Background: an optimization exercise with open tools, aiming at small area and a short achievable clock period. Do not read the settings as production practice.
Only simulation tests tie the RTL to the original design; equivalence was not proved.
Power is estimated from default activity; no workload was simulated.

==> flow/design.v (excerpt) <==
module etapa_decodificacion #(
   parameter int DATA_W = 32,
   parameter int NREG   = 32,
   parameter int REG_AW = 5
) (
   input  logic              clk,
   input  logic              rst,
   input  logic [31:0]       instruccion,
   input  logic              in_valid,
   output logic              in_ready,
   input  logic              sel,
   input  logic              sel2,
   input  logic              flush,
   input  logic              we,
   input  logic [REG_AW-1:0] wr_addr,
   input  logic [DATA_W-1:0] wr_data,
   output logic [DATA_W-1:0] salida1,
   output logic [DATA_W-1:0] salida2,
   output logic [3:0]        salida3,
   output logic [REG_AW-1:0] dest,
   output logic              out_valid,
   input  logic              out_ready
);
   logic [REG_AW-1:0] rs, rt, rd;
   logic [15:0]       imm;
   logic [5:0]        funct;
   logic [DATA_W-1:0] imm_ext, nxt1, nxt2;
   logic [REG_AW-1:0] dst_sel;
   logic [3:0]        alu_f;
   logic              xfer_in;
   logic              load;
   logic              out_ready_n;
   assign rs    = REG_AW'(instruccion[25:21]);
   assign rt    = REG_AW'(instruccion[20:16]);
   assign rd    = REG_AW'(instruccion[15:11]);
   assign imm   = instruccion[15:0];
   assign funct = instruccion[5:0];
   assign imm_ext = {{(DATA_W-16){imm[15]}}, imm};
   assign dst_sel = sel ? rd : rt;
   always_comb begin
      alu_f = ALU_INV;
      case (funct)
         FUNCT_ADD: alu_f = ALU_ADD;
         FUNCT_SUB: alu_f = ALU_SUB;
         FUNCT_AND: alu_f = ALU_AND;
         FUNCT_OR:  alu_f = ALU_OR;
         FUNCT_NOR: alu_f = ALU_NOR;
         FUNCT_SLT: alu_f = ALU_SLT;
         default:   alu_f = ALU_INV;
      endcase
   end
   rf_inv   u_ordy_n (.a(out_ready), .y(out_ready_n));
   rf_nand2 u_in_rdy (.a(out_valid), .b(out_ready_n), .y(in_ready));
   assign load    = !out_valid || out_ready;
   assign xfer_in = in_valid && load;
   always_ff @(posedge clk) begin
      if (rst) begin
         out_valid <= 1'b0;
      end else if (flush) begin
         out_valid <= 1'b0;
      end else if (xfer_in) begin
         out_valid <= 1'b1;
  ...
Size in the first run: roughly 3,900 cells after synthesis, roughly 1,100 flip-flops.
export LEC_CHECK = 0
export ABC_CLOCK_PERIOD_IN_PS = 1000
export CAP_MARGIN = 20
export CORE_MARGIN = 2
export CORE_UTILIZATION = 55
export CTS_BUF_LIST = sky130_fd_sc_hd__clkbuf_8 sky130_fd_sc_hd__clkbuf_4
export SETUP_SLACK_MARGIN = 2.5
export SLEW_MARGIN = 20
export SYNTH_HIERARCHICAL = 1
create_clock -name core_clock -period 5.0 [get_ports {clk}]
standard.sh (not shown) runs the stock make flow with config.mk's settings and CLKGATE_MAP_FILE= SYNTH_SCRIPT=/design/flow/synth_recipe.tcl, a recipe that flattens the netlist after the stock synthesis.
==> flow/flow/run.sh <==
#!/bin/bash
# The standard layout (the standard.sh, standard synthesis unchanged), with
# these placement, resizing and clock-tree settings changed:
#  - input and output ports are buffered with buf_2 instead of the buffer
#    buffer_ports picks by itself (a delay cell on this platform);
#  - the resizer may change a cell to one of another footprint;
#  - clock-tree synthesis clusters up to 14 sinks per leaf buffer and inserts
#    no dummy loads (clock buffers from the same list as config.mk's).
# make's full output goes to flow_make.log in this folder; ORFS keeps each
# tool's own log under orfs/logs/.
set -euo pipefail
bash standard.sh \
  MATCH_CELL_FOOTPRINT=0 \
  "BUFFER_PORTS_ARGS=-buffer_cell sky130_fd_sc_hd__buf_2" \
  "CTS_ARGS=-sink_clustering_enable -repair_clock_nets -dont_use_dummy_load -sink_clustering_size 14 -sink_clustering_max_diameter 50 -buf_list {sky130_fd_sc_hd__clkbuf_8 sky130_fd_sc_hd__clkbuf_4}" \
  finish > flow_make.log 2>&1
Change:
SETUP_SLACK_MARGIN = 2.6   (was 2.5)
Outcome: Wire length falls by 0.97%; combinational power is about the same; design area stays flat; hold slack improves by 0.014 ns.
Change:
SETUP_SLACK_MARGIN = 2.8   (was 2.6)
Result: Synthesized cell count is unchanged. Worst setup slack gets worse by 0.048 ns. Via count increases by 4.2%. Cell area rose by 6.4%. Count of clock-buffer cells in the layout grows by 9. Utilization is higher by 4.3 points. Wire length grows by 9.1%. Clock power grows by 4.8%. Non-clock buffer count goes up by 72. Combinational power came out higher by 13%.
Change:
SETUP_SLACK_MARGIN = 2.6   (was 2.8)
TNS_END_PERCENT = 20   (was not set)
What happened:
- clock skew barely changes
- die area stays the same
- power fell by 3.3%
- area after synthesis is unchanged

* * *

## v25
The RTL this note starts from:
==> flow/design.v <==
package mips_pkg;
   typedef logic [3:0] alu_func_t;
   localparam logic [5:0] FUNCT_ADD = 6'h20;
   localparam logic [5:0] FUNCT_SUB = 6'h22;
   localparam logic [5:0] FUNCT_AND = 6'h24;
   localparam logic [5:0] FUNCT_OR  = 6'h25;
   localparam logic [5:0] FUNCT_NOR = 6'h27;
   localparam logic [5:0] FUNCT_SLT = 6'h2A;
   localparam alu_func_t ALU_ADD = 4'b0010;
   localparam alu_func_t ALU_SUB = 4'b0110;
   localparam alu_func_t ALU_AND = 4'b0000;
   localparam alu_func_t ALU_OR  = 4'b0001;
   localparam alu_func_t ALU_NOR = 4'b1100;
   localparam alu_func_t ALU_SLT = 4'b0111;
   localparam alu_func_t ALU_INV = 4'b1111;
endpackage
module rf_andor #(
   parameter int N = 8
) (
   input  logic [N-1:0] s,
   input  logic [N-1:0] d,
   output logic         y
);
   assign y = |(s & d);
endmodule
module rf_nor2 (
   input  logic a,
   input  logic b,
   output logic y
);
   assign y = !(a || b);
endmodule
module rf_nand3 (
   input  logic a,
   input  logic b,
   input  logic c,
   output logic y
);
   assign y = !(a && b && c);
endmodule
module rf_aoi222 (
   input  logic a1, a2, b1, b2, c1, c2,
   output logic y
);
   assign y = !((a1 && a2) || (b1 && b2) || (c1 && c2));
endmodule
module rf_aoi22 (
   input  logic a1, a2, b1, b2,
   output logic y
);
   assign y = !((a1 && a2) || (b1 && b2));
endmodule
module rf_sel #(
   parameter int NREG   = 32,
   parameter int REG_AW = 5
) (
   input  logic              rst,
   input  logic              we,
   input  logic [REG_AW-1:0] wr_addr,
   input  logic [REG_AW-1:0] rd_addr1,
   input  logic [REG_AW-1:0] rd_addr2,
   input  logic              imm_sel,   
   input  logic              load,      
   output logic [NREG-1:1]   ld,        
   output logic [NREG-1:1]   s1,        
   output logic [NREG-1:1]   s2,        
   output logic              b1,        
   output logic              b2,        
   output logic              x2,        
   output logic              h          
);
   logic [NREG-1:1] wen;
   logic            wr_any;
   always_comb begin
      for (int i = 1; i < NREG; i++) begin
         wen[i] = we && (wr_addr == REG_AW'(i));
         ld[i]  = rst || wen[i];
         s1[i]  = load && (rd_addr1 == REG_AW'(i)) && !wen[i];
         s2[i]  = load && !imm_sel && (rd_addr2 == REG_AW'(i)) && !wen[i];
      end
   end
   assign wr_any = we && (wr_addr != '0);
   assign b1 = load && wr_any && (wr_addr == rd_addr1);
   assign b2 = load && !imm_sel && wr_any && (wr_addr == rd_addr2);
   assign x2 = load && imm_sel;
   assign h  = !load;
endmodule
module rf_rdbit #(
   parameter int NREG = 32
) (
   input  logic [NREG-1:1] s,
   input  logic [NREG-1:1] d,
   input  logic            b,    
   input  logic            wd,   
   input  logic            x,    
   input  logic            imm,  
   input  logic            h,    
   input  logic            q,    
   output logic            y
);
   logic o0, o1, o2, o3, n01, n23, f;
   rf_andor #(.N(8)) u_g0 (.s(s[8:1]),   .d(d[8:1]),   .y(o0));
   rf_andor #(.N(8)) u_g1 (.s(s[16:9]),  .d(d[16:9]),  .y(o1));
   rf_andor #(.N(8)) u_g2 (.s(s[24:17]), .d(d[24:17]), .y(o2));
   rf_andor #(.N(7)) u_g3 (.s(s[31:25]), .d(d[31:25]), .y(o3));
   rf_nor2   u_n01 (.a(o0), .b(o1), .y(n01));
   rf_nor2   u_n23 (.a(o2), .b(o3), .y(n23));
   rf_aoi222 u_f   (.a1(b), .a2(wd), .b1(x), .b2(imm), .c1(h), .c2(q), .y(f));
   rf_nand3  u_y   (.a(n01), .b(n23), .c(f), .y(y));
endmodule
module rf_rdbit1 #(
   parameter int NREG = 32
) (
   input  logic [NREG-1:1] s,
   input  logic [NREG-1:1] d,
   input  logic            b,
   input  logic            wd,
   input  logic            h,
   input  logic            q,
   output logic            y
);
   logic o0, o1, o2, o3, n01, n23, f;
   rf_andor #(.N(8)) u_g0 (.s(s[8:1]),   .d(d[8:1]),   .y(o0));
   rf_andor #(.N(8)) u_g1 (.s(s[16:9]),  .d(d[16:9]),  .y(o1));
   rf_andor #(.N(8)) u_g2 (.s(s[24:17]), .d(d[24:17]), .y(o2));
   rf_andor #(.N(7)) u_g3 (.s(s[31:25]), .d(d[31:25]), .y(o3));
   rf_nor2   u_n01 (.a(o0), .b(o1), .y(n01));
   rf_nor2   u_n23 (.a(o2), .b(o3), .y(n23));
   rf_aoi22  u_f   (.a1(b), .a2(wd), .b1(h), .b2(q), .y(f));
   rf_nand3  u_y   (.a(n01), .b(n23), .c(f), .y(y));
endmodule
module banco_registros_p #(
   parameter int DATA_W = 32,
   parameter int NREG   = 32,
   parameter int REG_AW = 5
) (
   input  logic              clk,
   input  logic              rst,
   input  logic              we,
   input  logic [REG_AW-1:0] wr_addr,
   input  logic [DATA_W-1:0] wr_data,
   input  logic [REG_AW-1:0] rd_addr1,
   input  logic [REG_AW-1:0] rd_addr2,
   input  logic              imm_sel,
   input  logic [DATA_W-1:0] imm,
   input  logic              load,
   input  logic [DATA_W-1:0] q1,        
   input  logic [DATA_W-1:0] q2,
   output logic [DATA_W-1:0] nxt1,      
   output logic [DATA_W-1:0] nxt2
);
   logic [NREG-1:1][DATA_W-1:0] regs;
   logic [NREG-1:1]             ld, s1, s2;
   logic                        b1, b2, x2, h;
   logic [DATA_W-1:0]           wdat;
   rf_sel #(.NREG(NREG), .REG_AW(REG_AW)) u_sel (
      .rst(rst), .we(we), .wr_addr(wr_addr), .rd_addr1(rd_addr1),
      .rd_addr2(rd_addr2), .imm_sel(imm_sel), .load(load),
      .ld(ld), .s1(s1), .s2(s2), .b1(b1), .b2(b2), .x2(x2), .h(h)
   );
   assign wdat = wr_data & {DATA_W{!rst}};
   always_ff @(posedge clk) begin
      for (int i = 1; i < NREG; i++) begin
         if (ld[i]) regs[i] <= wdat;
      end
   end
   for (genvar b = 0; b < DATA_W; b++) begin : g_rd
      logic [NREG-1:1] d;
      for (genvar i = 1; i < NREG; i++) begin : g_d
         assign d[i] = regs[i][b];
      end
      rf_rdbit1 #(.NREG(NREG)) u_rd1 (
         .s(s1), .d(d), .b(b1), .wd(wr_data[b]), .h(h), .q(q1[b]), .y(nxt1[b])
      );
      rf_rdbit #(.NREG(NREG)) u_rd2 (
         .s(s2), .d(d), .b(b2), .wd(wr_data[b]), .x(x2), .imm(imm[b]),
         .h(h), .q(q2[b]), .y(nxt2[b])
      );
   end
endmodule
import mips_pkg::*;
module etapa_decodificacion #(
   parameter int DATA_W = 32,
   parameter int NREG   = 32,
   parameter int REG_AW = 5
) (
   input  logic              clk,
   input  logic              rst,
   input  logic [31:0]       instruccion,
   input  logic              in_valid,
   output logic              in_ready,
   input  logic              sel,
   input  logic              sel2,
   input  logic              flush,
   input  logic              we,
   input  logic [REG_AW-1:0] wr_addr,
   input  logic [DATA_W-1:0] wr_data,
   output logic [DATA_W-1:0] salida1,
   output logic [DATA_W-1:0] salida2,
   output logic [3:0]        salida3,
   output logic [REG_AW-1:0] dest,
   output logic              out_valid,
   input  logic              out_ready
);
   logic [REG_AW-1:0] rs, rt, rd;
   logic [15:0]       imm;
   logic [5:0]        funct;
   logic [DATA_W-1:0] imm_ext, nxt1, nxt2;
   logic [REG_AW-1:0] dst_sel;
   logic [3:0]        alu_f;
   logic              xfer_in;
   assign rs    = REG_AW'(instruccion[25:21]);
   assign rt    = REG_AW'(instruccion[20:16]);
   assign rd    = REG_AW'(instruccion[15:11]);
   assign imm   = instruccion[15:0];
   assign funct = instruccion[5:0];
   assign imm_ext = {{(DATA_W-16){imm[15]}}, imm};
   assign dst_sel = sel ? rd : rt;
   always_comb begin
      alu_f = ALU_INV;
      case (funct)
         FUNCT_ADD: alu_f = ALU_ADD;
         FUNCT_SUB: alu_f = ALU_SUB;
         FUNCT_AND: alu_f = ALU_AND;
         FUNCT_OR:  alu_f = ALU_OR;
         FUNCT_NOR: alu_f = ALU_NOR;
         FUNCT_SLT: alu_f = ALU_SLT;
         default:   alu_f = ALU_INV;
      endcase
   end
   assign in_ready = !out_valid || out_ready;
   assign xfer_in  = in_valid && in_ready;
   always_ff @(posedge clk) begin
      if (rst) begin
         out_valid <= 1'b0;
      end else if (flush) begin
         out_valid <= 1'b0;
      end else if (xfer_in) begin
         out_valid <= 1'b1;
      end else if (out_ready) begin
         out_valid <= 1'b0;
      end
   end
   banco_registros_p #(
      .DATA_W(DATA_W),
      .NREG  (NREG),
      .REG_AW(REG_AW)
   ) u_banco (
      .clk     (clk),
      .rst     (rst),
      .we      (we),
      .wr_addr (wr_addr),
      .wr_data (wr_data),
      .rd_addr1(rs),
      .rd_addr2(rt),
      .imm_sel (sel2),
      .imm     (imm_ext),
      .load    (in_ready),
      .q1      (salida1),
      .q2      (salida2),
      .nxt1    (nxt1),
      .nxt2    (nxt2)
   );
   always_ff @(posedge clk) begin
      salida1 <= nxt1;
      salida2 <= nxt2;
   end
   always_ff @(posedge clk) begin
      if (in_ready) begin
         salida3 <= alu_f;
         dest    <= dst_sel;
      end
   end
endmodule
Settings: LEC_CHECK=0, ABC_CLOCK_PERIOD_IN_PS=1000, CAP_MARGIN=20, CORE_MARGIN=2, CORE_UTILIZATION=40, SETUP_SLACK_MARGIN=2.6, SLEW_MARGIN=20, SYNTH_HIERARCHICAL=1; clock period 5.0 ns.
run.sh (not shown) runs the stock make flow with config.mk's settings and CLKGATE_MAP_FILE= SYNTH_SCRIPT=/design/flow/synth_recipe.tcl, a recipe that flattens the netlist after the stock synthesis.
Stock flow here: none of the scripts above is used.
## Diff of input files: v11 against v25
-- flow/config.mk --
<<< v25, line 10
export CORE_MARGIN = 2
export CORE_UTILIZATION = 40
export SETUP_SLACK_MARGIN = 2.6
>>> v11, line 10
export CORE_MARGIN = 2
export CORE_UTILIZATION = 60
export CTS_BUF_LIST = sky130_fd_sc_hd__clkbuf_8 sky130_fd_sc_hd__clkbuf_4
export SETUP_SLACK_MARGIN = 2.6
==> comparison <==
- Final clock period utilization by the worst path was lower in the run labelled v11.
- Between v11 and v25, it is v11 whose final instance count without filler cells is lower, by 415.
- The proportion of power drawn by combinational gates of v11 exceeds that of v25 by 0.3 points.
- Per the comparison of v11 with v25, worst setup slack climbed 0.19 ns, clock skew climbed 0.0095 ns.
- v25 -> v11: number of clock sinks delta 0, exact match

## re-timing with driven ports
How much do the figures lean on ideal ports? The routed layouts below were timed once more, with nothing changed but the port constraints. Step 1, drivers: a clkbuf_16 drives clk and a buf_2 each remaining input, both assumed. Step 2 adds t to the input delays and takes it off the output delays; t is the mean of the earliest and latest rising clock arrival at the registers after step 1. Input paths then give back, and output paths get back, about the clock's delay inside the block. Three values: ideal ports, drivers, drivers and shift; two values: the first two.
run | t (ns) | setup slack, ns | worst hold slack (ns) | latest minus earliest clock arrival (ns) | slew at the worst register clock pin (ns)
the first run of note 1 | 0.798 | 2.277 / 2.285 / 1.486 | 0.433 / 0.390 / 0.473 | 0.099 / 0.099 | 0.10 / 0.10
the second run of note 1 | 0.805 | 2.521 / 2.346 / 1.540 | 0.446 / 0.398 / 0.471 | 0.099 / 0.099 | 0.10 / 0.10
the third run of note 1 | 0.821 | 2.473 / 2.301 / 1.481 | 0.450 / 0.415 / 0.481 | 0.107 / 0.107 | 0.09 / 0.09
the fourth run of note 1 | 0.810 | 2.433 / 2.401 / 1.604 | 0.438 / 0.395 / 0.474 | 0.103 / 0.103 | 0.10 / 0.10
v25 | 0.749 | 2.254 / 2.132 / 1.383 | 0.511 / 0.511 / 0.511 | 0.029 / 0.028 | 0.07 / 0.07
v11 | 0.889 | 2.440 / 2.366 / 1.478 | 0.462 / 0.462 / 0.462 | 0.051 / 0.051 | 0.07 / 0.07
After both steps setup and hold are still met in every run listed. For the third run of note 1, which loses most, drivers alone change the setup slack by -0.172 ns; drivers and shift together by -0.992 ns.
